This is an optimization exercise on Yosys and OpenROAD, whose aim is small area and a short achievable clock period, not a production implementation.
In this exercise RTL edits were held to simulation tests only and were not proved equivalent to the original.

## flow/design.v (module list and top-level ports; edited modules follow where they fit)
// module bbox_axis: 28 lines
// module bbox_extent: 20 lines
// module bbox_snap: 13 lines
// module bbox_cull_a: 1360 lines
// module bbox_cull_b: 246 lines
// module bbox_pipe: 590 lines
// module bbox_top: 89 lines
module bbox_top (
    input  logic               clk,
    input  logic               rst_n,
    input  logic [143:0]       tri_in,
    input  logic               tri_valid,
    input  logic [47:0]        screen,
    input  logic [3:0]         ss_code,
    input  logic               hold,
    output logic [143:0]       out_tri,
    output logic [95:0]        out_box,
    output logic               out_valid
);
  // ...
==> flow/flow/run.sh <==
#!/bin/bash
set -euo pipefail
bash standard.sh SETUP_SLACK_MARGIN=10.8 MATCH_CELL_FOOTPRINT=0 \
  "BUFFER_PORTS_ARGS=-buffer_cell sky130_fd_sc_hd__buf_1" finish > make.log 2>&1
==> flow/standard.sh <==
#!/bin/bash
# synth_recipe.tcl (not shown) runs the flow's synth.tcl, then flattens the netlist and writes it again
# the make line also repeats each setting of config.mk as NAME=value (left out here)
make -C /OpenROAD-flow-scripts/flow DESIGN_CONFIG=/design/flow/config.mk WORK_HOME=/design/flow/orfs CLKGATE_MAP_FILE= SYNTH_SCRIPT=/design/flow/synth_recipe.tcl "${@:-finish}"
==> flow/config.mk <==
export PLATFORM = sky130hd
export DESIGN_NAME = bbox_top
export DESIGN_NICKNAME = bbox_top
export VERILOG_FILES = /design/flow/design.v
export SDC_FILE = /design/flow/constraint.sdc
export NUM_CORES = 4
export LEC_CHECK = 0
export ABC_AREA = 1
export CAP_MARGIN = 20
export CORE_MARGIN = 2
export CORE_UTILIZATION = 55
export SLEW_MARGIN = 40
export TNS_END_PERCENT = 10
==> flow/constraint.sdc <==
create_clock -name core_clock -period 15.0 [get_ports {clk}]
set_input_delay 3.0000 -clock core_clock [delete_from_list [all_inputs] [get_ports {clk}]]
set_output_delay 3.0000 -clock core_clock [all_outputs]
set_load 0.01 [all_outputs]
==> impl_summary.log, run 1 <==
[metrics] share of the final layout cell area in sequential cells: between 30% and 40%
[metrics] setup slack after layout: approximately 11000 ps
[metrics] Boundary Pins: approximately 440
[metrics] Vias/cell: between 5 and 6
[metrics] final non-filler cell area: 69700 µm²
[metrics] number of flip-flops under the largest register name: 182
[metrics] final weighted congestion in routability-driven placement: 0.973
[metrics] Repair and plain buffers: roughly 600
[metrics] core area: between 100000 and 150000 µm²
[metrics] simple logic cell fraction of the synthesized area: under 10%
[metrics] endpoint required time on the critical path: about 15000 ps
[metrics] kind of end point of the critical path: flip-flop
[metrics] number of sequential storage elements: ~800
[metrics] count leader, synth: sky130_fd_sc_hd__inv_1
[metrics] worst-skew pair later-pin latency: between 700 and 800 ps
[metrics] Setup CP Type: input port to flip-flop
[metrics] endpoint of the worst hold path: t2_q[45]$_DFFE_PN_
[metrics] Inserted Diodes: 2
[metrics] timing-limited maximum frequency: 232 MHz
[metrics] via count: ~45k
[metrics] biggest area consumer among cell classes: multi-input combinational cells
[metrics] commonest cells in the synthesized netlist: sky130_fd_sc_hd__inv_1, sky130_fd_sc_hd__edfxtp_1, sky130_fd_sc_hd__nand2_1
[metrics] non-filler instance count after layout: between 7k and 8k
[metrics] synthesized instance count: 5681
[metrics] status: no timing/DRC/antenna violations
==> module bbox_pipe, before the edit <==
module bbox_pipe (
    input  logic [143:0] tri_in,
    output logic [24:0]  dx10,
    output logic [24:0]  dy21,
    output logic [24:0]  dy10,
    output logic [24:0]  dx21,
    output logic         x2lt0,
    output logic         y2lt0
);
    wire [24:0] x0 = {tri_in[  47], tri_in[  24 +: 24]};
    wire [24:0] y0 = {tri_in[  23], tri_in[   0 +: 24]};
    wire [24:0] x1 = {tri_in[  95], tri_in[  72 +: 24]};
    wire [24:0] y1 = {tri_in[  71], tri_in[  48 +: 24]};
    wire [24:0] x2 = {tri_in[ 143], tri_in[ 120 +: 24]};
    wire [24:0] y2 = {tri_in[ 119], tri_in[  96 +: 24]};
    wire [24:0] dx10_g = x1 & ~x0;
    wire [24:0] dx10_p = ~(x1 ^ x0);
    wire dx10_sg1 = dx10_g[0] | (dx10_p[0] & 1'b1);
    wire dx10_sp1 = dx10_p[0] & 1'b0;
    wire dx10_sg2 = dx10_g[2] | (dx10_p[2] & dx10_g[1]);
    wire dx10_sp2 = dx10_p[2] & dx10_p[1];
    wire dx10_sg3 = dx10_g[4] | (dx10_p[4] & dx10_g[3]);
    wire dx10_sp3 = dx10_p[4] & dx10_p[3];
    wire dx10_sg4 = dx10_g[6] | (dx10_p[6] & dx10_g[5]);
    wire dx10_sp4 = dx10_p[6] & dx10_p[5];
    wire dx10_sg5 = dx10_g[8] | (dx10_p[8] & dx10_g[7]);
    wire dx10_sp5 = dx10_p[8] & dx10_p[7];
    wire dx10_sg6 = dx10_g[10] | (dx10_p[10] & dx10_g[9]);
    wire dx10_sp6 = dx10_p[10] & dx10_p[9];
    wire dx10_sg7 = dx10_g[12] | (dx10_p[12] & dx10_g[11]);
    wire dx10_sp7 = dx10_p[12] & dx10_p[11];
    wire dx10_sg8 = dx10_g[14] | (dx10_p[14] & dx10_g[13]);
    wire dx10_sp8 = dx10_p[14] & dx10_p[13];
    wire dx10_sg9 = dx10_g[16] | (dx10_p[16] & dx10_g[15]);
    wire dx10_sp9 = dx10_p[16] & dx10_p[15];
    wire dx10_sg10 = dx10_g[18] | (dx10_p[18] & dx10_g[17]);
    wire dx10_sp10 = dx10_p[18] & dx10_p[17];
    wire dx10_sg11 = dx10_g[20] | (dx10_p[20] & dx10_g[19]);
    wire dx10_sp11 = dx10_p[20] & dx10_p[19];
    wire dx10_sg12 = dx10_g[22] | (dx10_p[22] & dx10_g[21]);
    wire dx10_sp12 = dx10_p[22] & dx10_p[21];
    wire dx10_sg13 = dx10_g[24] | (dx10_p[24] & dx10_g[23]);
    wire dx10_sp13 = dx10_p[24] & dx10_p[23];
    wire dx10_sg14 = dx10_g[1] | (dx10_p[1] & dx10_sg1);
    wire dx10_sp14 = dx10_p[1] & dx10_sp1;
    wire dx10_sg15 = dx10_sg2 | (dx10_sp2 & dx10_sg1);
    wire dx10_sp15 = dx10_sp2 & dx10_sp1;
    wire dx10_sg16 = dx10_g[5] | (dx10_p[5] & dx10_sg3);
    wire dx10_sp16 = dx10_p[5] & dx10_sp3;
    wire dx10_sg17 = dx10_sg4 | (dx10_sp4 & dx10_sg3);
    wire dx10_sp17 = dx10_sp4 & dx10_sp3;
    wire dx10_sg18 = dx10_g[9] | (dx10_p[9] & dx10_sg5);
    wire dx10_sp18 = dx10_p[9] & dx10_sp5;
    wire dx10_sg19 = dx10_sg6 | (dx10_sp6 & dx10_sg5);
    wire dx10_sp19 = dx10_sp6 & dx10_sp5;
    wire dx10_sg20 = dx10_g[13] | (dx10_p[13] & dx10_sg7);
    wire dx10_sp20 = dx10_p[13] & dx10_sp7;
    wire dx10_sg21 = dx10_sg8 | (dx10_sp8 & dx10_sg7);
    wire dx10_sp21 = dx10_sp8 & dx10_sp7;
    wire dx10_sg22 = dx10_g[17] | (dx10_p[17] & dx10_sg9);
    wire dx10_sp22 = dx10_p[17] & dx10_sp9;
    wire dx10_sg23 = dx10_sg10 | (dx10_sp10 & dx10_sg9);
    wire dx10_sp23 = dx10_sp10 & dx10_sp9;
    wire dx10_sg24 = dx10_g[21] | (dx10_p[21] & dx10_sg11);
    wire dx10_sp24 = dx10_p[21] & dx10_sp11;
    wire dx10_sg25 = dx10_sg12 | (dx10_sp12 & dx10_sg11);
    wire dx10_sp25 = dx10_sp12 & dx10_sp11;
    wire dx10_sg26 = dx10_g[3] | (dx10_p[3] & dx10_sg15);
    wire dx10_sp26 = dx10_p[3] & dx10_sp15;
    wire dx10_sg27 = dx10_sg3 | (dx10_sp3 & dx10_sg15);
    wire dx10_sp27 = dx10_sp3 & dx10_sp15;
    wire dx10_sg28 = dx10_sg16 | (dx10_sp16 & dx10_sg15);
    wire dx10_sp28 = dx10_sp16 & dx10_sp15;
    wire dx10_sg29 = dx10_sg17 | (dx10_sp17 & dx10_sg15);
    wire dx10_sp29 = dx10_sp17 & dx10_sp15;
    wire dx10_sg30 = dx10_g[11] | (dx10_p[11] & dx10_sg19);
    wire dx10_sp30 = dx10_p[11] & dx10_sp19;
    wire dx10_sg31 = dx10_sg7 | (dx10_sp7 & dx10_sg19);
    wire dx10_sp31 = dx10_sp7 & dx10_sp19;
    wire dx10_sg32 = dx10_sg20 | (dx10_sp20 & dx10_sg19);
    wire dx10_sp32 = dx10_sp20 & dx10_sp19;
    wire dx10_sg33 = dx10_sg21 | (dx10_sp21 & dx10_sg19);
    wire dx10_sp33 = dx10_sp21 & dx10_sp19;
    wire dx10_sg34 = dx10_g[19] | (dx10_p[19] & dx10_sg23);
    wire dx10_sp34 = dx10_p[19] & dx10_sp23;
    wire dx10_sg35 = dx10_sg11 | (dx10_sp11 & dx10_sg23);
    wire dx10_sp35 = dx10_sp11 & dx10_sp23;
    wire dx10_sg36 = dx10_sg24 | (dx10_sp24 & dx10_sg23);
    wire dx10_sp36 = dx10_sp24 & dx10_sp23;
    wire dx10_sg37 = dx10_sg25 | (dx10_sp25 & dx10_sg23);
    wire dx10_sp37 = dx10_sp25 & dx10_sp23;
    wire dx10_sg38 = dx10_g[7] | (dx10_p[7] & dx10_sg29);
    wire dx10_sp38 = dx10_p[7] & dx10_sp29;
    wire dx10_sg39 = dx10_sg5 | (dx10_sp5 & dx10_sg29);
    wire dx10_sp39 = dx10_sp5 & dx10_sp29;
    wire dx10_sg40 = dx10_sg18 | (dx10_sp18 & dx10_sg29);
    wire dx10_sp40 = dx10_sp18 & dx10_sp29;
    wire dx10_sg41 = dx10_sg19 | (dx10_sp19 & dx10_sg29);
    wire dx10_sp41 = dx10_sp19 & dx10_sp29;
    wire dx10_sg42 = dx10_sg30 | (dx10_sp30 & dx10_sg29);
    wire dx10_sp42 = dx10_sp30 & dx10_sp29;
    wire dx10_sg43 = dx10_sg31 | (dx10_sp31 & dx10_sg29);
    wire dx10_sp43 = dx10_sp31 & dx10_sp29;
    wire dx10_sg44 = dx10_sg32 | (dx10_sp32 & dx10_sg29);
    wire dx10_sp44 = dx10_sp32 & dx10_sp29;
    wire dx10_sg45 = dx10_sg33 | (dx10_sp33 & dx10_sg29);
    wire dx10_sp45 = dx10_sp33 & dx10_sp29;
    wire dx10_sg46 = dx10_g[23] | (dx10_p[23] & dx10_sg37);
    wire dx10_sp46 = dx10_p[23] & dx10_sp37;
    wire dx10_sg47 = dx10_sg13 | (dx10_sp13 & dx10_sg37);
    wire dx10_sp47 = dx10_sp13 & dx10_sp37;
    wire dx10_sg48 = dx10_g[15] | (dx10_p[15] & dx10_sg45);
    wire dx10_sp48 = dx10_p[15] & dx10_sp45;
    wire dx10_sg49 = dx10_sg9 | (dx10_sp9 & dx10_sg45);
    wire dx10_sp49 = dx10_sp9 & dx10_sp45;
    wire dx10_sg50 = dx10_sg22 | (dx10_sp22 & dx10_sg45);
    wire dx10_sp50 = dx10_sp22 & dx10_sp45;
    wire dx10_sg51 = dx10_sg23 | (dx10_sp23 & dx10_sg45);
    wire dx10_sp51 = dx10_sp23 & dx10_sp45;
    wire dx10_sg52 = dx10_sg34 | (dx10_sp34 & dx10_sg45);
    wire dx10_sp52 = dx10_sp34 & dx10_sp45;
    wire dx10_sg53 = dx10_sg35 | (dx10_sp35 & dx10_sg45);
    wire dx10_sp53 = dx10_sp35 & dx10_sp45;
    wire dx10_sg54 = dx10_sg36 | (dx10_sp36 & dx10_sg45);
    wire dx10_sp54 = dx10_sp36 & dx10_sp45;
    wire dx10_sg55 = dx10_sg37 | (dx10_sp37 & dx10_sg45);
    wire dx10_sp55 = dx10_sp37 & dx10_sp45;
    wire dx10_sg56 = dx10_sg46 | (dx10_sp46 & dx10_sg45);
    wire dx10_sp56 = dx10_sp46 & dx10_sp45;
    wire dx10_sg57 = dx10_sg47 | (dx10_sp47 & dx10_sg45);
    wire dx10_sp57 = dx10_sp47 & dx10_sp45;
    wire [24:0] dx10_c = {dx10_sg56, dx10_sg55, dx10_sg54, dx10_sg53, dx10_sg52, dx10_sg51, dx10_sg50, dx10_sg49, dx10_sg48, dx10_sg45, dx10_sg44, dx10_sg43, dx10_sg42, dx10_sg41, dx10_sg40, dx10_sg39, dx10_sg38, dx10_sg29, dx10_sg28, dx10_sg27, dx10_sg26, dx10_sg15, dx10_sg14, dx10_sg1, 1'b1};
    assign dx10 = dx10_p ^ dx10_c;
    wire [24:0] dy21_g = y2 & ~y1;
    wire [24:0] dy21_p = ~(y2 ^ y1);
    wire dy21_sg1 = dy21_g[0] | (dy21_p[0] & 1'b1);
    wire dy21_sp1 = dy21_p[0] & 1'b0;
    wire dy21_sg2 = dy21_g[2] | (dy21_p[2] & dy21_g[1]);
    wire dy21_sp2 = dy21_p[2] & dy21_p[1];
    wire dy21_sg3 = dy21_g[4] | (dy21_p[4] & dy21_g[3]);
    wire dy21_sp3 = dy21_p[4] & dy21_p[3];
    wire dy21_sg4 = dy21_g[6] | (dy21_p[6] & dy21_g[5]);
    wire dy21_sp4 = dy21_p[6] & dy21_p[5];
    wire dy21_sg5 = dy21_g[8] | (dy21_p[8] & dy21_g[7]);
    wire dy21_sp5 = dy21_p[8] & dy21_p[7];
    wire dy21_sg6 = dy21_g[10] | (dy21_p[10] & dy21_g[9]);
    wire dy21_sp6 = dy21_p[10] & dy21_p[9];
    wire dy21_sg7 = dy21_g[12] | (dy21_p[12] & dy21_g[11]);
    wire dy21_sp7 = dy21_p[12] & dy21_p[11];
    wire dy21_sg8 = dy21_g[14] | (dy21_p[14] & dy21_g[13]);
    wire dy21_sp8 = dy21_p[14] & dy21_p[13];
    wire dy21_sg9 = dy21_g[16] | (dy21_p[16] & dy21_g[15]);
    wire dy21_sp9 = dy21_p[16] & dy21_p[15];
    wire dy21_sg10 = dy21_g[18] | (dy21_p[18] & dy21_g[17]);
    wire dy21_sp10 = dy21_p[18] & dy21_p[17];
    wire dy21_sg11 = dy21_g[20] | (dy21_p[20] & dy21_g[19]);
    wire dy21_sp11 = dy21_p[20] & dy21_p[19];
    wire dy21_sg12 = dy21_g[22] | (dy21_p[22] & dy21_g[21]);
    wire dy21_sp12 = dy21_p[22] & dy21_p[21];
    wire dy21_sg13 = dy21_g[24] | (dy21_p[24] & dy21_g[23]);
    wire dy21_sp13 = dy21_p[24] & dy21_p[23];
    wire dy21_sg14 = dy21_g[1] | (dy21_p[1] & dy21_sg1);
    wire dy21_sp14 = dy21_p[1] & dy21_sp1;
    wire dy21_sg15 = dy21_sg2 | (dy21_sp2 & dy21_sg1);
    wire dy21_sp15 = dy21_sp2 & dy21_sp1;
    wire dy21_sg16 = dy21_g[5] | (dy21_p[5] & dy21_sg3);
    wire dy21_sp16 = dy21_p[5] & dy21_sp3;
    wire dy21_sg17 = dy21_sg4 | (dy21_sp4 & dy21_sg3);
    wire dy21_sp17 = dy21_sp4 & dy21_sp3;
    wire dy21_sg18 = dy21_g[9] | (dy21_p[9] & dy21_sg5);
    wire dy21_sp18 = dy21_p[9] & dy21_sp5;
    wire dy21_sg19 = dy21_sg6 | (dy21_sp6 & dy21_sg5);
    wire dy21_sp19 = dy21_sp6 & dy21_sp5;
    wire dy21_sg20 = dy21_g[13] | (dy21_p[13] & dy21_sg7);
    wire dy21_sp20 = dy21_p[13] & dy21_sp7;
    wire dy21_sg21 = dy21_sg8 | (dy21_sp8 & dy21_sg7);
    wire dy21_sp21 = dy21_sp8 & dy21_sp7;
    wire dy21_sg22 = dy21_g[17] | (dy21_p[17] & dy21_sg9);
    wire dy21_sp22 = dy21_p[17] & dy21_sp9;
    wire dy21_sg23 = dy21_sg10 | (dy21_sp10 & dy21_sg9);
    wire dy21_sp23 = dy21_sp10 & dy21_sp9;
    wire dy21_sg24 = dy21_g[21] | (dy21_p[21] & dy21_sg11);
    wire dy21_sp24 = dy21_p[21] & dy21_sp11;
    wire dy21_sg25 = dy21_sg12 | (dy21_sp12 & dy21_sg11);
    wire dy21_sp25 = dy21_sp12 & dy21_sp11;
    wire dy21_sg26 = dy21_g[3] | (dy21_p[3] & dy21_sg15);
    wire dy21_sp26 = dy21_p[3] & dy21_sp15;
    wire dy21_sg27 = dy21_sg3 | (dy21_sp3 & dy21_sg15);
    wire dy21_sp27 = dy21_sp3 & dy21_sp15;
    wire dy21_sg28 = dy21_sg16 | (dy21_sp16 & dy21_sg15);
    wire dy21_sp28 = dy21_sp16 & dy21_sp15;
    wire dy21_sg29 = dy21_sg17 | (dy21_sp17 & dy21_sg15);
    wire dy21_sp29 = dy21_sp17 & dy21_sp15;
    wire dy21_sg30 = dy21_g[11] | (dy21_p[11] & dy21_sg19);
    wire dy21_sp30 = dy21_p[11] & dy21_sp19;
    wire dy21_sg31 = dy21_sg7 | (dy21_sp7 & dy21_sg19);
    wire dy21_sp31 = dy21_sp7 & dy21_sp19;
    wire dy21_sg32 = dy21_sg20 | (dy21_sp20 & dy21_sg19);
    wire dy21_sp32 = dy21_sp20 & dy21_sp19;
    wire dy21_sg33 = dy21_sg21 | (dy21_sp21 & dy21_sg19);
    wire dy21_sp33 = dy21_sp21 & dy21_sp19;
    wire dy21_sg34 = dy21_g[19] | (dy21_p[19] & dy21_sg23);
    wire dy21_sp34 = dy21_p[19] & dy21_sp23;
    wire dy21_sg35 = dy21_sg11 | (dy21_sp11 & dy21_sg23);
    wire dy21_sp35 = dy21_sp11 & dy21_sp23;
    wire dy21_sg36 = dy21_sg24 | (dy21_sp24 & dy21_sg23);
    wire dy21_sp36 = dy21_sp24 & dy21_sp23;
    wire dy21_sg37 = dy21_sg25 | (dy21_sp25 & dy21_sg23);
    wire dy21_sp37 = dy21_sp25 & dy21_sp23;
    wire dy21_sg38 = dy21_g[7] | (dy21_p[7] & dy21_sg29);
    wire dy21_sp38 = dy21_p[7] & dy21_sp29;
    wire dy21_sg39 = dy21_sg5 | (dy21_sp5 & dy21_sg29);
    wire dy21_sp39 = dy21_sp5 & dy21_sp29;
    wire dy21_sg40 = dy21_sg18 | (dy21_sp18 & dy21_sg29);
    wire dy21_sp40 = dy21_sp18 & dy21_sp29;
    wire dy21_sg41 = dy21_sg19 | (dy21_sp19 & dy21_sg29);
    wire dy21_sp41 = dy21_sp19 & dy21_sp29;
    wire dy21_sg42 = dy21_sg30 | (dy21_sp30 & dy21_sg29);
    wire dy21_sp42 = dy21_sp30 & dy21_sp29;
    wire dy21_sg43 = dy21_sg31 | (dy21_sp31 & dy21_sg29);
    wire dy21_sp43 = dy21_sp31 & dy21_sp29;
    wire dy21_sg44 = dy21_sg32 | (dy21_sp32 & dy21_sg29);
    wire dy21_sp44 = dy21_sp32 & dy21_sp29;
    wire dy21_sg45 = dy21_sg33 | (dy21_sp33 & dy21_sg29);
    wire dy21_sp45 = dy21_sp33 & dy21_sp29;
    wire dy21_sg46 = dy21_g[23] | (dy21_p[23] & dy21_sg37);
    wire dy21_sp46 = dy21_p[23] & dy21_sp37;
    wire dy21_sg47 = dy21_sg13 | (dy21_sp13 & dy21_sg37);
    wire dy21_sp47 = dy21_sp13 & dy21_sp37;
    wire dy21_sg48 = dy21_g[15] | (dy21_p[15] & dy21_sg45);
    wire dy21_sp48 = dy21_p[15] & dy21_sp45;
    wire dy21_sg49 = dy21_sg9 | (dy21_sp9 & dy21_sg45);
    wire dy21_sp49 = dy21_sp9 & dy21_sp45;
    wire dy21_sg50 = dy21_sg22 | (dy21_sp22 & dy21_sg45);
    wire dy21_sp50 = dy21_sp22 & dy21_sp45;
    wire dy21_sg51 = dy21_sg23 | (dy21_sp23 & dy21_sg45);
    wire dy21_sp51 = dy21_sp23 & dy21_sp45;
    wire dy21_sg52 = dy21_sg34 | (dy21_sp34 & dy21_sg45);
    wire dy21_sp52 = dy21_sp34 & dy21_sp45;
    wire dy21_sg53 = dy21_sg35 | (dy21_sp35 & dy21_sg45);
    wire dy21_sp53 = dy21_sp35 & dy21_sp45;
    wire dy21_sg54 = dy21_sg36 | (dy21_sp36 & dy21_sg45);
    wire dy21_sp54 = dy21_sp36 & dy21_sp45;
    wire dy21_sg55 = dy21_sg37 | (dy21_sp37 & dy21_sg45);
    wire dy21_sp55 = dy21_sp37 & dy21_sp45;
    wire dy21_sg56 = dy21_sg46 | (dy21_sp46 & dy21_sg45);
    wire dy21_sp56 = dy21_sp46 & dy21_sp45;
    wire dy21_sg57 = dy21_sg47 | (dy21_sp47 & dy21_sg45);
    wire dy21_sp57 = dy21_sp47 & dy21_sp45;
    wire [24:0] dy21_c = {dy21_sg56, dy21_sg55, dy21_sg54, dy21_sg53, dy21_sg52, dy21_sg51, dy21_sg50, dy21_sg49, dy21_sg48, dy21_sg45, dy21_sg44, dy21_sg43, dy21_sg42, dy21_sg41, dy21_sg40, dy21_sg39, dy21_sg38, dy21_sg29, dy21_sg28, dy21_sg27, dy21_sg26, dy21_sg15, dy21_sg14, dy21_sg1, 1'b1};
    assign dy21 = dy21_p ^ dy21_c;
    wire [24:0] dy10_g = y1 & ~y0;
    wire [24:0] dy10_p = ~(y1 ^ y0);
    wire dy10_sg1 = dy10_g[0] | (dy10_p[0] & 1'b1);
    wire dy10_sp1 = dy10_p[0] & 1'b0;
    wire dy10_sg2 = dy10_g[2] | (dy10_p[2] & dy10_g[1]);
    wire dy10_sp2 = dy10_p[2] & dy10_p[1];
    wire dy10_sg3 = dy10_g[4] | (dy10_p[4] & dy10_g[3]);
    wire dy10_sp3 = dy10_p[4] & dy10_p[3];
    wire dy10_sg4 = dy10_g[6] | (dy10_p[6] & dy10_g[5]);
    wire dy10_sp4 = dy10_p[6] & dy10_p[5];
    wire dy10_sg5 = dy10_g[8] | (dy10_p[8] & dy10_g[7]);
    wire dy10_sp5 = dy10_p[8] & dy10_p[7];
    wire dy10_sg6 = dy10_g[10] | (dy10_p[10] & dy10_g[9]);
    wire dy10_sp6 = dy10_p[10] & dy10_p[9];
    wire dy10_sg7 = dy10_g[12] | (dy10_p[12] & dy10_g[11]);
    wire dy10_sp7 = dy10_p[12] & dy10_p[11];
    wire dy10_sg8 = dy10_g[14] | (dy10_p[14] & dy10_g[13]);
    wire dy10_sp8 = dy10_p[14] & dy10_p[13];
    wire dy10_sg9 = dy10_g[16] | (dy10_p[16] & dy10_g[15]);
    wire dy10_sp9 = dy10_p[16] & dy10_p[15];
    wire dy10_sg10 = dy10_g[18] | (dy10_p[18] & dy10_g[17]);
    wire dy10_sp10 = dy10_p[18] & dy10_p[17];
    wire dy10_sg11 = dy10_g[20] | (dy10_p[20] & dy10_g[19]);
    wire dy10_sp11 = dy10_p[20] & dy10_p[19];
    wire dy10_sg12 = dy10_g[22] | (dy10_p[22] & dy10_g[21]);
    wire dy10_sp12 = dy10_p[22] & dy10_p[21];
    wire dy10_sg13 = dy10_g[24] | (dy10_p[24] & dy10_g[23]);
    wire dy10_sp13 = dy10_p[24] & dy10_p[23];
    wire dy10_sg14 = dy10_g[1] | (dy10_p[1] & dy10_sg1);
    wire dy10_sp14 = dy10_p[1] & dy10_sp1;
    wire dy10_sg15 = dy10_sg2 | (dy10_sp2 & dy10_sg1);
    wire dy10_sp15 = dy10_sp2 & dy10_sp1;
    wire dy10_sg16 = dy10_g[5] | (dy10_p[5] & dy10_sg3);
    wire dy10_sp16 = dy10_p[5] & dy10_sp3;
    wire dy10_sg17 = dy10_sg4 | (dy10_sp4 & dy10_sg3);
    wire dy10_sp17 = dy10_sp4 & dy10_sp3;
    wire dy10_sg18 = dy10_g[9] | (dy10_p[9] & dy10_sg5);
    wire dy10_sp18 = dy10_p[9] & dy10_sp5;
    wire dy10_sg19 = dy10_sg6 | (dy10_sp6 & dy10_sg5);
    wire dy10_sp19 = dy10_sp6 & dy10_sp5;
    wire dy10_sg20 = dy10_g[13] | (dy10_p[13] & dy10_sg7);
    wire dy10_sp20 = dy10_p[13] & dy10_sp7;
    wire dy10_sg21 = dy10_sg8 | (dy10_sp8 & dy10_sg7);
    wire dy10_sp21 = dy10_sp8 & dy10_sp7;
    wire dy10_sg22 = dy10_g[17] | (dy10_p[17] & dy10_sg9);
    wire dy10_sp22 = dy10_p[17] & dy10_sp9;
    wire dy10_sg23 = dy10_sg10 | (dy10_sp10 & dy10_sg9);
    wire dy10_sp23 = dy10_sp10 & dy10_sp9;
    wire dy10_sg24 = dy10_g[21] | (dy10_p[21] & dy10_sg11);
    wire dy10_sp24 = dy10_p[21] & dy10_sp11;
    wire dy10_sg25 = dy10_sg12 | (dy10_sp12 & dy10_sg11);
    wire dy10_sp25 = dy10_sp12 & dy10_sp11;
    wire dy10_sg26 = dy10_g[3] | (dy10_p[3] & dy10_sg15);
    wire dy10_sp26 = dy10_p[3] & dy10_sp15;
    wire dy10_sg27 = dy10_sg3 | (dy10_sp3 & dy10_sg15);
    wire dy10_sp27 = dy10_sp3 & dy10_sp15;
    wire dy10_sg28 = dy10_sg16 | (dy10_sp16 & dy10_sg15);
    wire dy10_sp28 = dy10_sp16 & dy10_sp15;
    wire dy10_sg29 = dy10_sg17 | (dy10_sp17 & dy10_sg15);
    wire dy10_sp29 = dy10_sp17 & dy10_sp15;
    wire dy10_sg30 = dy10_g[11] | (dy10_p[11] & dy10_sg19);
    wire dy10_sp30 = dy10_p[11] & dy10_sp19;
    wire dy10_sg31 = dy10_sg7 | (dy10_sp7 & dy10_sg19);
    wire dy10_sp31 = dy10_sp7 & dy10_sp19;
    wire dy10_sg32 = dy10_sg20 | (dy10_sp20 & dy10_sg19);
    wire dy10_sp32 = dy10_sp20 & dy10_sp19;
    wire dy10_sg33 = dy10_sg21 | (dy10_sp21 & dy10_sg19);
    wire dy10_sp33 = dy10_sp21 & dy10_sp19;
    wire dy10_sg34 = dy10_g[19] | (dy10_p[19] & dy10_sg23);
    wire dy10_sp34 = dy10_p[19] & dy10_sp23;
    wire dy10_sg35 = dy10_sg11 | (dy10_sp11 & dy10_sg23);
    wire dy10_sp35 = dy10_sp11 & dy10_sp23;
    wire dy10_sg36 = dy10_sg24 | (dy10_sp24 & dy10_sg23);
    wire dy10_sp36 = dy10_sp24 & dy10_sp23;
    wire dy10_sg37 = dy10_sg25 | (dy10_sp25 & dy10_sg23);
    wire dy10_sp37 = dy10_sp25 & dy10_sp23;
    wire dy10_sg38 = dy10_g[7] | (dy10_p[7] & dy10_sg29);
    wire dy10_sp38 = dy10_p[7] & dy10_sp29;
    wire dy10_sg39 = dy10_sg5 | (dy10_sp5 & dy10_sg29);
    wire dy10_sp39 = dy10_sp5 & dy10_sp29;
    wire dy10_sg40 = dy10_sg18 | (dy10_sp18 & dy10_sg29);
    wire dy10_sp40 = dy10_sp18 & dy10_sp29;
    wire dy10_sg41 = dy10_sg19 | (dy10_sp19 & dy10_sg29);
    wire dy10_sp41 = dy10_sp19 & dy10_sp29;
    wire dy10_sg42 = dy10_sg30 | (dy10_sp30 & dy10_sg29);
    wire dy10_sp42 = dy10_sp30 & dy10_sp29;
    wire dy10_sg43 = dy10_sg31 | (dy10_sp31 & dy10_sg29);
    wire dy10_sp43 = dy10_sp31 & dy10_sp29;
    wire dy10_sg44 = dy10_sg32 | (dy10_sp32 & dy10_sg29);
    wire dy10_sp44 = dy10_sp32 & dy10_sp29;
    wire dy10_sg45 = dy10_sg33 | (dy10_sp33 & dy10_sg29);
    wire dy10_sp45 = dy10_sp33 & dy10_sp29;
    wire dy10_sg46 = dy10_g[23] | (dy10_p[23] & dy10_sg37);
    wire dy10_sp46 = dy10_p[23] & dy10_sp37;
    wire dy10_sg47 = dy10_sg13 | (dy10_sp13 & dy10_sg37);
    wire dy10_sp47 = dy10_sp13 & dy10_sp37;
    wire dy10_sg48 = dy10_g[15] | (dy10_p[15] & dy10_sg45);
    wire dy10_sp48 = dy10_p[15] & dy10_sp45;
    wire dy10_sg49 = dy10_sg9 | (dy10_sp9 & dy10_sg45);
    wire dy10_sp49 = dy10_sp9 & dy10_sp45;
    wire dy10_sg50 = dy10_sg22 | (dy10_sp22 & dy10_sg45);
    wire dy10_sp50 = dy10_sp22 & dy10_sp45;
    wire dy10_sg51 = dy10_sg23 | (dy10_sp23 & dy10_sg45);
    wire dy10_sp51 = dy10_sp23 & dy10_sp45;
    wire dy10_sg52 = dy10_sg34 | (dy10_sp34 & dy10_sg45);
    wire dy10_sp52 = dy10_sp34 & dy10_sp45;
    wire dy10_sg53 = dy10_sg35 | (dy10_sp35 & dy10_sg45);
    wire dy10_sp53 = dy10_sp35 & dy10_sp45;
    wire dy10_sg54 = dy10_sg36 | (dy10_sp36 & dy10_sg45);
    wire dy10_sp54 = dy10_sp36 & dy10_sp45;
    wire dy10_sg55 = dy10_sg37 | (dy10_sp37 & dy10_sg45);
    wire dy10_sp55 = dy10_sp37 & dy10_sp45;
    wire dy10_sg56 = dy10_sg46 | (dy10_sp46 & dy10_sg45);
    wire dy10_sp56 = dy10_sp46 & dy10_sp45;
    wire dy10_sg57 = dy10_sg47 | (dy10_sp47 & dy10_sg45);
    wire dy10_sp57 = dy10_sp47 & dy10_sp45;
    wire [24:0] dy10_c = {dy10_sg56, dy10_sg55, dy10_sg54, dy10_sg53, dy10_sg52, dy10_sg51, dy10_sg50, dy10_sg49, dy10_sg48, dy10_sg45, dy10_sg44, dy10_sg43, dy10_sg42, dy10_sg41, dy10_sg40, dy10_sg39, dy10_sg38, dy10_sg29, dy10_sg28, dy10_sg27, dy10_sg26, dy10_sg15, dy10_sg14, dy10_sg1, 1'b1};
    assign dy10 = dy10_p ^ dy10_c;
    wire [24:0] dx21_g = x2 & ~x1;
    wire [24:0] dx21_p = ~(x2 ^ x1);
    wire dx21_sg1 = dx21_g[0] | (dx21_p[0] & 1'b1);
    wire dx21_sp1 = dx21_p[0] & 1'b0;
    wire dx21_sg2 = dx21_g[2] | (dx21_p[2] & dx21_g[1]);
    wire dx21_sp2 = dx21_p[2] & dx21_p[1];
    wire dx21_sg3 = dx21_g[4] | (dx21_p[4] & dx21_g[3]);
    wire dx21_sp3 = dx21_p[4] & dx21_p[3];
    wire dx21_sg4 = dx21_g[6] | (dx21_p[6] & dx21_g[5]);
    wire dx21_sp4 = dx21_p[6] & dx21_p[5];
    wire dx21_sg5 = dx21_g[8] | (dx21_p[8] & dx21_g[7]);
    wire dx21_sp5 = dx21_p[8] & dx21_p[7];
    wire dx21_sg6 = dx21_g[10] | (dx21_p[10] & dx21_g[9]);
    wire dx21_sp6 = dx21_p[10] & dx21_p[9];
    wire dx21_sg7 = dx21_g[12] | (dx21_p[12] & dx21_g[11]);
    wire dx21_sp7 = dx21_p[12] & dx21_p[11];
    wire dx21_sg8 = dx21_g[14] | (dx21_p[14] & dx21_g[13]);
    wire dx21_sp8 = dx21_p[14] & dx21_p[13];
    wire dx21_sg9 = dx21_g[16] | (dx21_p[16] & dx21_g[15]);
    wire dx21_sp9 = dx21_p[16] & dx21_p[15];
    wire dx21_sg10 = dx21_g[18] | (dx21_p[18] & dx21_g[17]);
    wire dx21_sp10 = dx21_p[18] & dx21_p[17];
    wire dx21_sg11 = dx21_g[20] | (dx21_p[20] & dx21_g[19]);
    wire dx21_sp11 = dx21_p[20] & dx21_p[19];
    wire dx21_sg12 = dx21_g[22] | (dx21_p[22] & dx21_g[21]);
    wire dx21_sp12 = dx21_p[22] & dx21_p[21];
    wire dx21_sg13 = dx21_g[24] | (dx21_p[24] & dx21_g[23]);
    wire dx21_sp13 = dx21_p[24] & dx21_p[23];
    wire dx21_sg14 = dx21_g[1] | (dx21_p[1] & dx21_sg1);
    wire dx21_sp14 = dx21_p[1] & dx21_sp1;
    wire dx21_sg15 = dx21_sg2 | (dx21_sp2 & dx21_sg1);
    wire dx21_sp15 = dx21_sp2 & dx21_sp1;
    wire dx21_sg16 = dx21_g[5] | (dx21_p[5] & dx21_sg3);
    wire dx21_sp16 = dx21_p[5] & dx21_sp3;
    wire dx21_sg17 = dx21_sg4 | (dx21_sp4 & dx21_sg3);
    wire dx21_sp17 = dx21_sp4 & dx21_sp3;
    wire dx21_sg18 = dx21_g[9] | (dx21_p[9] & dx21_sg5);
    wire dx21_sp18 = dx21_p[9] & dx21_sp5;
    wire dx21_sg19 = dx21_sg6 | (dx21_sp6 & dx21_sg5);
    wire dx21_sp19 = dx21_sp6 & dx21_sp5;
    wire dx21_sg20 = dx21_g[13] | (dx21_p[13] & dx21_sg7);
    wire dx21_sp20 = dx21_p[13] & dx21_sp7;
    wire dx21_sg21 = dx21_sg8 | (dx21_sp8 & dx21_sg7);
    wire dx21_sp21 = dx21_sp8 & dx21_sp7;
    wire dx21_sg22 = dx21_g[17] | (dx21_p[17] & dx21_sg9);
    wire dx21_sp22 = dx21_p[17] & dx21_sp9;
    wire dx21_sg23 = dx21_sg10 | (dx21_sp10 & dx21_sg9);
    wire dx21_sp23 = dx21_sp10 & dx21_sp9;
    wire dx21_sg24 = dx21_g[21] | (dx21_p[21] & dx21_sg11);
    wire dx21_sp24 = dx21_p[21] & dx21_sp11;
    wire dx21_sg25 = dx21_sg12 | (dx21_sp12 & dx21_sg11);
    wire dx21_sp25 = dx21_sp12 & dx21_sp11;
    wire dx21_sg26 = dx21_g[3] | (dx21_p[3] & dx21_sg15);
    wire dx21_sp26 = dx21_p[3] & dx21_sp15;
    wire dx21_sg27 = dx21_sg3 | (dx21_sp3 & dx21_sg15);
    wire dx21_sp27 = dx21_sp3 & dx21_sp15;
    wire dx21_sg28 = dx21_sg16 | (dx21_sp16 & dx21_sg15);
    wire dx21_sp28 = dx21_sp16 & dx21_sp15;
    wire dx21_sg29 = dx21_sg17 | (dx21_sp17 & dx21_sg15);
    wire dx21_sp29 = dx21_sp17 & dx21_sp15;
    wire dx21_sg30 = dx21_g[11] | (dx21_p[11] & dx21_sg19);
    wire dx21_sp30 = dx21_p[11] & dx21_sp19;
    wire dx21_sg31 = dx21_sg7 | (dx21_sp7 & dx21_sg19);
    wire dx21_sp31 = dx21_sp7 & dx21_sp19;
    wire dx21_sg32 = dx21_sg20 | (dx21_sp20 & dx21_sg19);
    wire dx21_sp32 = dx21_sp20 & dx21_sp19;
    wire dx21_sg33 = dx21_sg21 | (dx21_sp21 & dx21_sg19);
    wire dx21_sp33 = dx21_sp21 & dx21_sp19;
    wire dx21_sg34 = dx21_g[19] | (dx21_p[19] & dx21_sg23);
    wire dx21_sp34 = dx21_p[19] & dx21_sp23;
    wire dx21_sg35 = dx21_sg11 | (dx21_sp11 & dx21_sg23);
    wire dx21_sp35 = dx21_sp11 & dx21_sp23;
    wire dx21_sg36 = dx21_sg24 | (dx21_sp24 & dx21_sg23);
    wire dx21_sp36 = dx21_sp24 & dx21_sp23;
    wire dx21_sg37 = dx21_sg25 | (dx21_sp25 & dx21_sg23);
    wire dx21_sp37 = dx21_sp25 & dx21_sp23;
    wire dx21_sg38 = dx21_g[7] | (dx21_p[7] & dx21_sg29);
    wire dx21_sp38 = dx21_p[7] & dx21_sp29;
    wire dx21_sg39 = dx21_sg5 | (dx21_sp5 & dx21_sg29);
    wire dx21_sp39 = dx21_sp5 & dx21_sp29;
    wire dx21_sg40 = dx21_sg18 | (dx21_sp18 & dx21_sg29);
    wire dx21_sp40 = dx21_sp18 & dx21_sp29;
    wire dx21_sg41 = dx21_sg19 | (dx21_sp19 & dx21_sg29);
    wire dx21_sp41 = dx21_sp19 & dx21_sp29;
    wire dx21_sg42 = dx21_sg30 | (dx21_sp30 & dx21_sg29);
    wire dx21_sp42 = dx21_sp30 & dx21_sp29;
    wire dx21_sg43 = dx21_sg31 | (dx21_sp31 & dx21_sg29);
    wire dx21_sp43 = dx21_sp31 & dx21_sp29;
    wire dx21_sg44 = dx21_sg32 | (dx21_sp32 & dx21_sg29);
    wire dx21_sp44 = dx21_sp32 & dx21_sp29;
    wire dx21_sg45 = dx21_sg33 | (dx21_sp33 & dx21_sg29);
    wire dx21_sp45 = dx21_sp33 & dx21_sp29;
    wire dx21_sg46 = dx21_g[23] | (dx21_p[23] & dx21_sg37);
    wire dx21_sp46 = dx21_p[23] & dx21_sp37;
    wire dx21_sg47 = dx21_sg13 | (dx21_sp13 & dx21_sg37);
    wire dx21_sp47 = dx21_sp13 & dx21_sp37;
    wire dx21_sg48 = dx21_g[15] | (dx21_p[15] & dx21_sg45);
    wire dx21_sp48 = dx21_p[15] & dx21_sp45;
    wire dx21_sg49 = dx21_sg9 | (dx21_sp9 & dx21_sg45);
    wire dx21_sp49 = dx21_sp9 & dx21_sp45;
    wire dx21_sg50 = dx21_sg22 | (dx21_sp22 & dx21_sg45);
    wire dx21_sp50 = dx21_sp22 & dx21_sp45;
    wire dx21_sg51 = dx21_sg23 | (dx21_sp23 & dx21_sg45);
    wire dx21_sp51 = dx21_sp23 & dx21_sp45;
    wire dx21_sg52 = dx21_sg34 | (dx21_sp34 & dx21_sg45);
    wire dx21_sp52 = dx21_sp34 & dx21_sp45;
    wire dx21_sg53 = dx21_sg35 | (dx21_sp35 & dx21_sg45);
    wire dx21_sp53 = dx21_sp35 & dx21_sp45;
    wire dx21_sg54 = dx21_sg36 | (dx21_sp36 & dx21_sg45);
    wire dx21_sp54 = dx21_sp36 & dx21_sp45;
    wire dx21_sg55 = dx21_sg37 | (dx21_sp37 & dx21_sg45);
    wire dx21_sp55 = dx21_sp37 & dx21_sp45;
    wire dx21_sg56 = dx21_sg46 | (dx21_sp46 & dx21_sg45);
    wire dx21_sp56 = dx21_sp46 & dx21_sp45;
    wire dx21_sg57 = dx21_sg47 | (dx21_sp47 & dx21_sg45);
    wire dx21_sp57 = dx21_sp47 & dx21_sp45;
    wire [24:0] dx21_c = {dx21_sg56, dx21_sg55, dx21_sg54, dx21_sg53, dx21_sg52, dx21_sg51, dx21_sg50, dx21_sg49, dx21_sg48, dx21_sg45, dx21_sg44, dx21_sg43, dx21_sg42, dx21_sg41, dx21_sg40, dx21_sg39, dx21_sg38, dx21_sg29, dx21_sg28, dx21_sg27, dx21_sg26, dx21_sg15, dx21_sg14, dx21_sg1, 1'b1};
    assign dx21 = dx21_p ^ dx21_c;
    wire [24:0] x2lt0_g = x2 & ~x0;
    wire [24:0] x2lt0_p = ~(x2 ^ x0);
    wire x2lt0_tg1 = x2lt0_g[0] | (x2lt0_p[0] & 1'b1);
    wire x2lt0_tp1 = x2lt0_p[0] & 1'b0;
    wire x2lt0_tg2 = x2lt0_g[2] | (x2lt0_p[2] & x2lt0_g[1]);
    wire x2lt0_tp2 = x2lt0_p[2] & x2lt0_p[1];
    wire x2lt0_tg3 = x2lt0_g[4] | (x2lt0_p[4] & x2lt0_g[3]);
    wire x2lt0_tp3 = x2lt0_p[4] & x2lt0_p[3];
    wire x2lt0_tg4 = x2lt0_g[6] | (x2lt0_p[6] & x2lt0_g[5]);
    wire x2lt0_tp4 = x2lt0_p[6] & x2lt0_p[5];
    wire x2lt0_tg5 = x2lt0_g[8] | (x2lt0_p[8] & x2lt0_g[7]);
    wire x2lt0_tp5 = x2lt0_p[8] & x2lt0_p[7];
    wire x2lt0_tg6 = x2lt0_g[10] | (x2lt0_p[10] & x2lt0_g[9]);
    wire x2lt0_tp6 = x2lt0_p[10] & x2lt0_p[9];
    wire x2lt0_tg7 = x2lt0_g[12] | (x2lt0_p[12] & x2lt0_g[11]);
    wire x2lt0_tp7 = x2lt0_p[12] & x2lt0_p[11];
    wire x2lt0_tg8 = x2lt0_g[14] | (x2lt0_p[14] & x2lt0_g[13]);
    wire x2lt0_tp8 = x2lt0_p[14] & x2lt0_p[13];
    wire x2lt0_tg9 = x2lt0_g[16] | (x2lt0_p[16] & x2lt0_g[15]);
    wire x2lt0_tp9 = x2lt0_p[16] & x2lt0_p[15];
    wire x2lt0_tg10 = x2lt0_g[18] | (x2lt0_p[18] & x2lt0_g[17]);
    wire x2lt0_tp10 = x2lt0_p[18] & x2lt0_p[17];
    wire x2lt0_tg11 = x2lt0_g[20] | (x2lt0_p[20] & x2lt0_g[19]);
    wire x2lt0_tp11 = x2lt0_p[20] & x2lt0_p[19];
    wire x2lt0_tg12 = x2lt0_g[22] | (x2lt0_p[22] & x2lt0_g[21]);
    wire x2lt0_tp12 = x2lt0_p[22] & x2lt0_p[21];
    wire x2lt0_tg13 = x2lt0_tg2 | (x2lt0_tp2 & x2lt0_tg1);
    wire x2lt0_tp13 = x2lt0_tp2 & x2lt0_tp1;
    wire x2lt0_tg14 = x2lt0_tg4 | (x2lt0_tp4 & x2lt0_tg3);
    wire x2lt0_tp14 = x2lt0_tp4 & x2lt0_tp3;
    wire x2lt0_tg15 = x2lt0_tg6 | (x2lt0_tp6 & x2lt0_tg5);
    wire x2lt0_tp15 = x2lt0_tp6 & x2lt0_tp5;
    wire x2lt0_tg16 = x2lt0_tg8 | (x2lt0_tp8 & x2lt0_tg7);
    wire x2lt0_tp16 = x2lt0_tp8 & x2lt0_tp7;
    wire x2lt0_tg17 = x2lt0_tg10 | (x2lt0_tp10 & x2lt0_tg9);
    wire x2lt0_tp17 = x2lt0_tp10 & x2lt0_tp9;
    wire x2lt0_tg18 = x2lt0_tg12 | (x2lt0_tp12 & x2lt0_tg11);
    wire x2lt0_tp18 = x2lt0_tp12 & x2lt0_tp11;
    wire x2lt0_tg19 = x2lt0_tg14 | (x2lt0_tp14 & x2lt0_tg13);
    wire x2lt0_tp19 = x2lt0_tp14 & x2lt0_tp13;
    wire x2lt0_tg20 = x2lt0_tg16 | (x2lt0_tp16 & x2lt0_tg15);
    wire x2lt0_tp20 = x2lt0_tp16 & x2lt0_tp15;
    wire x2lt0_tg21 = x2lt0_tg18 | (x2lt0_tp18 & x2lt0_tg17);
    wire x2lt0_tp21 = x2lt0_tp18 & x2lt0_tp17;
    wire x2lt0_tg22 = x2lt0_tg20 | (x2lt0_tp20 & x2lt0_tg19);
    wire x2lt0_tp22 = x2lt0_tp20 & x2lt0_tp19;
    wire x2lt0_tg23 = x2lt0_g[23] | (x2lt0_p[23] & x2lt0_tg21);
    wire x2lt0_tp23 = x2lt0_p[23] & x2lt0_tp21;
    wire x2lt0_tg24 = x2lt0_tg23 | (x2lt0_tp23 & x2lt0_tg22);
    wire x2lt0_tp24 = x2lt0_tp23 & x2lt0_tp22;
    assign x2lt0 = x2lt0_p[24] ^ x2lt0_tg24;
    wire [24:0] y2lt0_g = y2 & ~y0;
    wire [24:0] y2lt0_p = ~(y2 ^ y0);
    wire y2lt0_tg1 = y2lt0_g[0] | (y2lt0_p[0] & 1'b1);
    wire y2lt0_tp1 = y2lt0_p[0] & 1'b0;
    wire y2lt0_tg2 = y2lt0_g[2] | (y2lt0_p[2] & y2lt0_g[1]);
    wire y2lt0_tp2 = y2lt0_p[2] & y2lt0_p[1];
    wire y2lt0_tg3 = y2lt0_g[4] | (y2lt0_p[4] & y2lt0_g[3]);
    wire y2lt0_tp3 = y2lt0_p[4] & y2lt0_p[3];
    wire y2lt0_tg4 = y2lt0_g[6] | (y2lt0_p[6] & y2lt0_g[5]);
    wire y2lt0_tp4 = y2lt0_p[6] & y2lt0_p[5];
    wire y2lt0_tg5 = y2lt0_g[8] | (y2lt0_p[8] & y2lt0_g[7]);
    wire y2lt0_tp5 = y2lt0_p[8] & y2lt0_p[7];
    wire y2lt0_tg6 = y2lt0_g[10] | (y2lt0_p[10] & y2lt0_g[9]);
    wire y2lt0_tp6 = y2lt0_p[10] & y2lt0_p[9];
    wire y2lt0_tg7 = y2lt0_g[12] | (y2lt0_p[12] & y2lt0_g[11]);
    wire y2lt0_tp7 = y2lt0_p[12] & y2lt0_p[11];
    wire y2lt0_tg8 = y2lt0_g[14] | (y2lt0_p[14] & y2lt0_g[13]);
    wire y2lt0_tp8 = y2lt0_p[14] & y2lt0_p[13];
    wire y2lt0_tg9 = y2lt0_g[16] | (y2lt0_p[16] & y2lt0_g[15]);
    wire y2lt0_tp9 = y2lt0_p[16] & y2lt0_p[15];
    wire y2lt0_tg10 = y2lt0_g[18] | (y2lt0_p[18] & y2lt0_g[17]);
    wire y2lt0_tp10 = y2lt0_p[18] & y2lt0_p[17];
    wire y2lt0_tg11 = y2lt0_g[20] | (y2lt0_p[20] & y2lt0_g[19]);
    wire y2lt0_tp11 = y2lt0_p[20] & y2lt0_p[19];
    wire y2lt0_tg12 = y2lt0_g[22] | (y2lt0_p[22] & y2lt0_g[21]);
    wire y2lt0_tp12 = y2lt0_p[22] & y2lt0_p[21];
    wire y2lt0_tg13 = y2lt0_tg2 | (y2lt0_tp2 & y2lt0_tg1);
    wire y2lt0_tp13 = y2lt0_tp2 & y2lt0_tp1;
    wire y2lt0_tg14 = y2lt0_tg4 | (y2lt0_tp4 & y2lt0_tg3);
    wire y2lt0_tp14 = y2lt0_tp4 & y2lt0_tp3;
    wire y2lt0_tg15 = y2lt0_tg6 | (y2lt0_tp6 & y2lt0_tg5);
    wire y2lt0_tp15 = y2lt0_tp6 & y2lt0_tp5;
    wire y2lt0_tg16 = y2lt0_tg8 | (y2lt0_tp8 & y2lt0_tg7);
    wire y2lt0_tp16 = y2lt0_tp8 & y2lt0_tp7;
    wire y2lt0_tg17 = y2lt0_tg10 | (y2lt0_tp10 & y2lt0_tg9);
    wire y2lt0_tp17 = y2lt0_tp10 & y2lt0_tp9;
    wire y2lt0_tg18 = y2lt0_tg12 | (y2lt0_tp12 & y2lt0_tg11);
    wire y2lt0_tp18 = y2lt0_tp12 & y2lt0_tp11;
    wire y2lt0_tg19 = y2lt0_tg14 | (y2lt0_tp14 & y2lt0_tg13);
    wire y2lt0_tp19 = y2lt0_tp14 & y2lt0_tp13;
    wire y2lt0_tg20 = y2lt0_tg16 | (y2lt0_tp16 & y2lt0_tg15);
    wire y2lt0_tp20 = y2lt0_tp16 & y2lt0_tp15;
    wire y2lt0_tg21 = y2lt0_tg18 | (y2lt0_tp18 & y2lt0_tg17);
    wire y2lt0_tp21 = y2lt0_tp18 & y2lt0_tp17;
    wire y2lt0_tg22 = y2lt0_tg20 | (y2lt0_tp20 & y2lt0_tg19);
    wire y2lt0_tp22 = y2lt0_tp20 & y2lt0_tp19;
    wire y2lt0_tg23 = y2lt0_g[23] | (y2lt0_p[23] & y2lt0_tg21);
    wire y2lt0_tp23 = y2lt0_p[23] & y2lt0_tp21;
    wire y2lt0_tg24 = y2lt0_tg23 | (y2lt0_tp23 & y2lt0_tg22);
    wire y2lt0_tp24 = y2lt0_tp23 & y2lt0_tp22;
    assign y2lt0 = y2lt0_p[24] ^ y2lt0_tg24;
endmodule
==> module bbox_top, before the edit <==
module bbox_top (
    input  logic               clk,
    input  logic               rst_n,
    input  logic [143:0]       tri_in,
    input  logic               tri_valid,
    input  logic [47:0]        screen,
    input  logic [3:0]         ss_code,
    input  logic               hold,
    output logic [143:0]       out_tri,
    output logic [95:0]        out_box,
    output logic               out_valid
);
    localparam int NM = 183;
    logic [2:0]    keep_r, keep_d;
    logic [143:0]  t1_q, t2_q, t3_q;
    logic          v1, v2, v3;
    logic [24:0]   dx10_d, dy21_d, dy10_d, dx21_d;
    logic [24:0]   dx10, dy21, dy10, dx21;
    logic          x2lt0_d, y2lt0_d, x2lt0, y2lt0;
    logic [5:0]    ord_d, ord2;
    logic [NM-1:0] mid_d, mid2;
    logic [95:0]   box_d, box3;
    logic          back_face;
    bbox_snap u_snap (
        .ss_code (ss_code),
        .keep    (keep_d)
    );
    bbox_pipe u_diff (
        .tri_in (tri_in),
        .dx10   (dx10_d),
        .dy21   (dy21_d),
        .dy10   (dy10_d),
        .dx21   (dx21_d),
        .x2lt0  (x2lt0_d),
        .y2lt0  (y2lt0_d)
    );
    bbox_cull_a u_cull_a (
        .dx10 (dx10),
        .dy21 (dy21),
        .dy10 (dy10),
        .dx21 (dx21),
        .m    (mid_d)
    );
    assign ord_d = {dx10[24], dx21[24], x2lt0, dy10[24], dy21[24], y2lt0};
    bbox_cull_b u_cull_b (
        .m         (mid2),
        .back_face (back_face)
    );
    bbox_extent u_extent (
        .tri_in (t2_q),
        .order  (ord2),
        .screen (screen),
        .keep   (keep_r),
        .box    (box_d)
    );
    always_ff @(posedge clk) begin
        keep_r <= keep_d;
    end
    always_ff @(posedge clk) begin
        if (!hold) begin
            t1_q  <= tri_in;
            dx10  <= dx10_d;
            dy21  <= dy21_d;
            dy10  <= dy10_d;
            dx21  <= dx21_d;
            x2lt0 <= x2lt0_d;
            y2lt0 <= y2lt0_d;
            t2_q  <= t1_q;
            mid2  <= mid_d;
            ord2  <= ord_d;
            t3_q  <= t2_q;
            box3  <= box_d;
        end
    end
    always_ff @(posedge clk or negedge rst_n) begin
        if (!rst_n) begin
            v1 <= 1'b0;
            v2 <= 1'b0;
            v3 <= 1'b0;
        end else if (!hold) begin
            v1 <= tri_valid;
            v2 <= v1;
            v3 <= v2 & ~back_face;
        end
    end
    assign out_tri   = t3_q;
    assign out_box   = box3;
    assign out_valid = v3;
endmodule
==> run 2: changes to the inputs <==
--- a/flow/design.v
+++ b/flow/design.v
@@ -1674,9 +1674,7 @@
     output logic [24:0]  dx10,
     output logic [24:0]  dy21,
     output logic [24:0]  dy10,
-    output logic [24:0]  dx21,
-    output logic         x2lt0,
-    output logic         y2lt0
+    output logic [24:0]  dx21
 );
     wire [24:0] x0 = {tri_in[  47], tri_in[  24 +: 24]};
     wire [24:0] y0 = {tri_in[  23], tri_in[   0 +: 24]};
@@ -2156,6 +2154,18 @@
     wire dx21_sp57 = dx21_sp47 & dx21_sp45;
     wire [24:0] dx21_c = {dx21_sg56, dx21_sg55, dx21_sg54, dx21_sg53, dx21_sg52, dx21_sg51, dx21_sg50, dx21_sg49, dx21_sg48, dx21_sg45, dx21_sg44, dx21_sg43, dx21_sg42, dx21_sg41, dx21_sg40, dx21_sg39, dx21_sg38, dx21_sg29, dx21_sg28, dx21_sg27, dx21_sg26, dx21_sg15, dx21_sg14, dx21_sg1, 1'b1};
     assign dx21 = dx21_p ^ dx21_c;
+endmodule
+module bbox_order (
+    input  logic [143:0] tri_in,
+    output logic         x2lt0,
+    output logic         y2lt0
+);
+    wire [24:0] x0 = {tri_in[  47], tri_in[  24 +: 24]};
+    wire [24:0] y0 = {tri_in[  23], tri_in[   0 +: 24]};
+    wire [24:0] x1 = {tri_in[  95], tri_in[  72 +: 24]};
+    wire [24:0] y1 = {tri_in[  71], tri_in[  48 +: 24]};
+    wire [24:0] x2 = {tri_in[ 143], tri_in[ 120 +: 24]};
+    wire [24:0] y2 = {tri_in[ 119], tri_in[  96 +: 24]};
     wire [24:0] x2lt0_g = x2 & ~x0;
     wire [24:0] x2lt0_p = ~(x2 ^ x0);
     wire x2lt0_tg1 = x2lt0_g[0] | (x2lt0_p[0] & 1'b1);
@@ -2278,7 +2288,7 @@
     logic          v1, v2, v3;
     logic [24:0]   dx10_d, dy21_d, dy10_d, dx21_d;
     logic [24:0]   dx10, dy21, dy10, dx21;
-    logic          x2lt0_d, y2lt0_d, x2lt0, y2lt0;
+    logic          x2lt0, y2lt0;
     logic [5:0]    ord_d, ord2;
     logic [NM-1:0] mid_d, mid2;
     logic [95:0]   box_d, box3;
@@ -2292,9 +2302,12 @@
         .dx10   (dx10_d),
         .dy21   (dy21_d),
         .dy10   (dy10_d),
-        .dx21   (dx21_d),
-        .x2lt0  (x2lt0_d),
-        .y2lt0  (y2lt0_d)
+        .dx21   (dx21_d)
+    );
+    bbox_order u_order (
+        .tri_in (t1_q),
+        .x2lt0  (x2lt0),
+        .y2lt0  (y2lt0)
     );
     bbox_cull_a u_cull_a (
         .dx10 (dx10),
@@ -2325,8 +2338,6 @@
             dy21  <= dy21_d;
             dy10  <= dy10_d;
             dx21  <= dx21_d;
-            x2lt0 <= x2lt0_d;
-            y2lt0 <= y2lt0_d;
             t2_q  <= t1_q;
             mid2  <= mid_d;
             ord2  <= ord_d;
==> flow/flow/run.sh (replaced) <==
#!/bin/bash
set -euo pipefail
bash standard.sh SETUP_SLACK_MARGIN=10.5 MATCH_CELL_FOOTPRINT=0 \
  "BUFFER_PORTS_ARGS=-buffer_cell sky130_fd_sc_hd__buf_1" finish > make.log 2>&1
--- a/flow/config.mk
+++ b/flow/config.mk
@@ -10,4 +10,4 @@
 export CORE_MARGIN = 2
 export CORE_UTILIZATION = 55
 export SLEW_MARGIN = 40
-export TNS_END_PERCENT = 10
+export TNS_END_PERCENT = 0
==> run 2 against run 1 <==
Still clean on timing, DRC and antenna. Wire length down 5.2%. Synthesized area up 0.23%. Core utilization down 2.9 points. Via count down 2.0%. Clock skew down 5.1 ps. Final cell count down 0.14%. Die area up 0.23%. Global-route usage down 0.76 points. Largest cell class unchanged. Highest routed layer unchanged.
==> impl_summary.log, run 2 <==
[metrics] skew final: 41.2 ps (was 46.2 ps)
[metrics] hold-critical path depth: 0 (unchanged)
[metrics] final non-filler cell area: 67200 µm² (was 69700 µm²)
[metrics] Vias/cell: 5.77 (was 5.88)
[metrics] met3 demand-to-capacity share in global routing: 12.0% (was 12.4%)
[metrics] ordered cell list for the critical path: buf_4, clkinvlp_4, buf_4, o21ai_1, buf_4, o22ai_1, xor2_1, fa_1, fa_1, inv_1, fa_1, fa_1 (was buf_1, inv_1, ha_1, nand2_1, nor3_4, o21ai_2, buf_6, nand2_4, nand4_1, nand3_1, nand2_1)
[metrics] CTS Buf Count: 87 (was 86)
[metrics] width of the chip: 337 µm (was 336 µm)
[metrics] number of synthesized flops with an enable pin: 800 (was 802)
[metrics] data arrival time of the critical path: 5070 ps (was 4740 ps)
[metrics] gate family responsible for the most delay along the worst path: adder cells (was simple AND/OR/NAND/NOR gates)
[metrics] crit path time final: 4630 ps (was 4310 ps)
[metrics] core area: 110000 µm² (was 109000 µm²)
[metrics] area share of the largest cell type after synthesis: 39.5% (was 39.7%)
[metrics] Setup crit start kind: flip-flop (was input port)
[metrics] R2R Path Start: dy21[15]$_DFFE_PN_ (was dy21[5]$_DFFE_PN_)
[metrics] kind of end point of the critical path: flip-flop (unchanged)
[metrics] wire length after detailed routing: 188 mm (was 199 mm)
[metrics] synthesized instance count: 5744 (was 5681)
[metrics] pin count of the biggest net entering global routing: 86 (was 85)
[metrics] class of the worst hold path: flip-flop to flip-flop (unchanged)
[metrics] average wire per cell in the routed design: 24.7 µm (was 26.0 µm)
[metrics] master of the slowest instance on the critical path: sky130_fd_sc_hd__fa_1 (was sky130_fd_sc_hd__nor3_4)
[metrics] maximum capacitance violations: 0 (unchanged)
[metrics] cell types occupying the most area after synthesis: sky130_fd_sc_hd__edfxtp_1, sky130_fd_sc_hd__fa_1, sky130_fd_sc_hd__xor2_1 (unchanged)
[metrics] Synth async-reset ratio: 0.372% (was 0.371%)
[metrics] endpoint required time on the critical path: 15440 ps (about the same)
[metrics] end of the worst register-to-register path: mid2[106]$_DFFE_PN_ (was mid2[30]$_DFFE_PN_)
[metrics] number of flip-flops and latches in the synthesized netlist: 806 (was 808)
[metrics] Setup CP Type: flip-flop to flip-flop (was input port to flip-flop)
[metrics] register area share after synthesis: 39.7% (was 39.9%)
[metrics] Clock Sinks: 806 (was 808)
[metrics] endpoint of the worst hold path: t3_q[24]$_DFFE_PN_ (was t2_q[45]$_DFFE_PN_)
[metrics] count leader, synth: sky130_fd_sc_hd__inv_1 (unchanged)
[metrics] remaining design rule violation count: 0 (unchanged)
[metrics] TritonCTS clock tree: done (unchanged)
[metrics] instance count after placement with tap cells included: 7451 (was 7376)
[metrics] Period Utilization, post-route: 30.9% (was 28.7%)
[metrics] total number of nets in the final design: 7144 (was 7173)
[metrics] number of detailed-route iterations in the first pass: 6 (was 8)
[metrics] non-filler instance count after layout: 7638 (was 7649)
[metrics] cell repeated most along the worst path: sky130_fd_sc_hd__fa_1 (was sky130_fd_sc_hd__nand2_1)
[metrics] number of global-route vias before repair: 43.3k (was 44.0k)
[metrics] mapped cell area: 60900 µm² (was 60700 µm²)
[metrics] unrepaired setup endpoints after global routing: true (unchanged)
[metrics] worst hold slack: 385 ps (was 398 ps)
[metrics] total track usage: 33.3% (was 34.1%)
[metrics] final number of max-transition violations: 0 (unchanged)
[metrics] commonest non-fill, non-tap cells in the layout: sky130_fd_sc_hd__inv_1, sky130_fd_sc_hd__edfxtp_1, sky130_fd_sc_hd__nand2_1 (was sky130_fd_sc_hd__inv_1, sky130_fd_sc_hd__edfxtp_1, sky130_fd_sc_hd__xor2_1)
[metrics] number of antenna violations at the first check in global routing: 5 (was 3)
[metrics] dpl hpwl: 136 mm (about the same)
[metrics] timing-limited maximum frequency: 216 MHz (was 232 MHz)
[metrics] utilization after layout: 61.0% (was 63.8%)
[metrics] worst r2r path cells: 12 (was 13)
[metrics] status: no timing/DRC/antenna violations (unchanged)
[metrics] clk slew on worst S/H paths: 60 ps (about the same)
[metrics] Die Ht: 337 µm (was 336 µm)
[metrics] final weighted congestion in routability-driven placement: 0.980 (was 0.973)
[metrics] post-synthesis area per instance: 10.6 µm² (was 10.7 µm²)
[metrics] met1 GRT Util: 45.7% (was 46.5%)
[metrics] placement-stage cell area: 63800 µm² (was 63700 µm²)
[metrics] CTS Root Buffer Type: sky130_fd_sc_hd__clkbuf_16 (unchanged)
[metrics] Port Buffers: 424 (unchanged)
[metrics] grt total ovfl: 0 (unchanged)
[metrics] via count: 44.1k (was 45.0k)
[metrics] flip-flop cell with the highest count after synthesis: sky130_fd_sc_hd__edfxtp_1 (unchanged)
[metrics] number of buffers between clock root and the deepest sink: 3 (unchanged)
[metrics] worst setup slack for register-to-register paths: 10370 ps (was 10770 ps)
[metrics] largest register by flop count: mid2 (unchanged)
[metrics] starting density of the core: 55.2% (was 55.6%)
[metrics] startpoint of the tightest hold check path: t2_q[24]$_DFFE_PN_ (was t1_q[45]$_DFFE_PN_)
[metrics] antenna violation net count after detailed routing: 0 (unchanged)
[metrics] commonest cells in the synthesized netlist: sky130_fd_sc_hd__inv_1, sky130_fd_sc_hd__edfxtp_1, sky130_fd_sc_hd__nand2_1 (unchanged)
[metrics] Worst Tran Pin Value: 915 ps (was 849 ps)
[metrics] Boundary Pins: 441 (unchanged)
[metrics] number of flip-flops under the largest register name: 182 (unchanged)
[metrics] post-synthesis cell type count: 49 (was 54)
[metrics] area enclosed by the die boundary: 113000 µm² (about the same)
[metrics] worst-skew pair later-pin latency: 710 ps (about the same)
[metrics] worst path bufs/invs: 5 (was 3)
[metrics] First DRT Iteration DRCs: 4900 (was 5331)
[metrics] Yosys warning count: 2 (unchanged)
[metrics] GR met2 Demand/Resource: 48.7% (was 49.8%)
[metrics] Critical Path Max Stage Delay: 560 ps (was 480 ps)
[metrics] Std-Cell Rows: 122 (was 121)
[metrics] Final Setup Violations: 0 (unchanged)
[metrics] count of final hold-check violations: 0 (unchanged)
[metrics] largest fanout of any net on the critical path: 26 (was 3)
[metrics] biggest area consumer among synthesized cells: sky130_fd_sc_hd__edfxtp_1 (unchanged)
[metrics] H-Tree Depth: 3 (unchanged)
[metrics] most used routing layer in global routing: met2 (unchanged)
[metrics] relative area change from synthesis to final layout: 10.4% (was 14.7%)
[metrics] fraction of final layout cells sized beyond drive strength 1: 5.94% (was 11.2%)
[metrics] first-pass GRT wire length: 277 mm (was 282 mm)
[metrics] most common library cell in the layout ignoring fill and taps: sky130_fd_sc_hd__inv_1 (unchanged)
[metrics] remaining max-slew budget at the tightest pin: 39.0% (was 43.3%)
[run 2: changes by cell type in the layout (fill, tap and decap cells not counted), sizes merged, moves of 4 or more]
cell / delta
inv: +57
clkbuf: -49
buf: -26
nand2: +21
clkinv: -11
a21oi: -9
o22ai: -7
a31oi: +6
clkinvlp: -6
o221ai: -5
bufinv: +4
diode: +4
nand3: +4
nor2: -4
[run 2: worst max path at each step]
stage / startpoint / to / slack, ps / depth (start not counted)
after detailed placement: hold / box3[5]$_SDFFCE_PN0N_ / 8840 / 5
after global routing: dy21[15]$_DFFE_PN_ / mid2[127]$_DFFE_PN_ / 10320 / 14
after CTS: dy21[0]$_DFFE_PN_ / mid2[59]$_DFFE_PN_ / 10410 / 11
final: dy21[15]$_DFFE_PN_ / mid2[106]$_DFFE_PN_ / 10370 / 12
after global placement: hold / box3[1]$_SDFFCE_PN0N_ / 8610 / 5
after floorplan: hold / box3[0]$_SDFFCE_PN0N_ / -300 / 1
[run 2: logic make-up (layout without fill, tap and decap cells)]
logic type                 after synthesis  in the layout  share of synthesized area (%)
buffers and inverters                 1419           1804                           9.22
and+or+nand+nor                       1070           1070                           7.18
AOI/OAI and AO/OA                      932            932                           9.29
adders and majority gates              871            871                           25.3
DFF                                    806            806                           39.7
xor gates and xnor gates               645            645                           9.28
other                                    1             22                        0.00616
[run 2: per-stage QoR]
step | setup TNS, ps | setup WS [ps]
after floorplan | -241180 | -301
after global placement | 0 | 8610
after detailed placement | 0 | 8840
after CTS | 0 | 10410
after global routing | 0 | 10320
final | 0 | 10370
[run 2: cell type report]
cell class / instances / area [µm²]
antenna: 6 / 15.0
clock buffer: 101 / 2280
fill: 9344 / 43000
timing repair buffer: 542 / 2680
sequential: 806 / 24200
timing repair inverter: 1 / 7.51
multi-input combinational: 3534 / 31300
tap: 1488 / 1860
inverter: 1101 / 4170
clock inverter: 59 / 706
[run 2: layer usage]
layer  part of all wire (%)  wire length (µm)
met3                     13             24300
met4                    4.0              7570
met2                     43             81400
met1                     40             75100
met5                  0.061               115
[run 2: what timing repair did]
item                                    CTS  global route
gates cloned                              2             2
endpoints found under the setup margin  631           335
setup buffers                            10             6
pin swaps                                 0             1
hold buffers                              0             0
resized for setup                        31            21

## what the ideal ports hide
No port has a modelled driver above. Below, the same layouts with a new extraction and two added sets of constraints. Step 1, drivers: a clkbuf_16 drives clk and a buf_2 each remaining input, both assumed. Step 2 moves the port delays by t, midway between the first and last clock arrival at a register: inputs arrive t later, outputs are due t later. That takes back most of the time a late clock gives input paths. a / b / c = ideal / step 1 / step 2; a / b = the first two.
run	shift t [ns]	setup WS [ns]	latest minus earliest clock arrival (ns)	worst register clock-pin slew, ns
run 1	0.756	10.695 / 10.628 / 9.981	0.047 / 0.048	0.07 / 0.07
run 2	0.767	10.365 / 10.365 / 9.753	0.042 / 0.042	0.07 / 0.07
After both steps setup and hold are still met in every run listed. The setup slack of run 1, which loses most, moves by -0.067 ns with the drivers and by -0.714 ns with both steps.
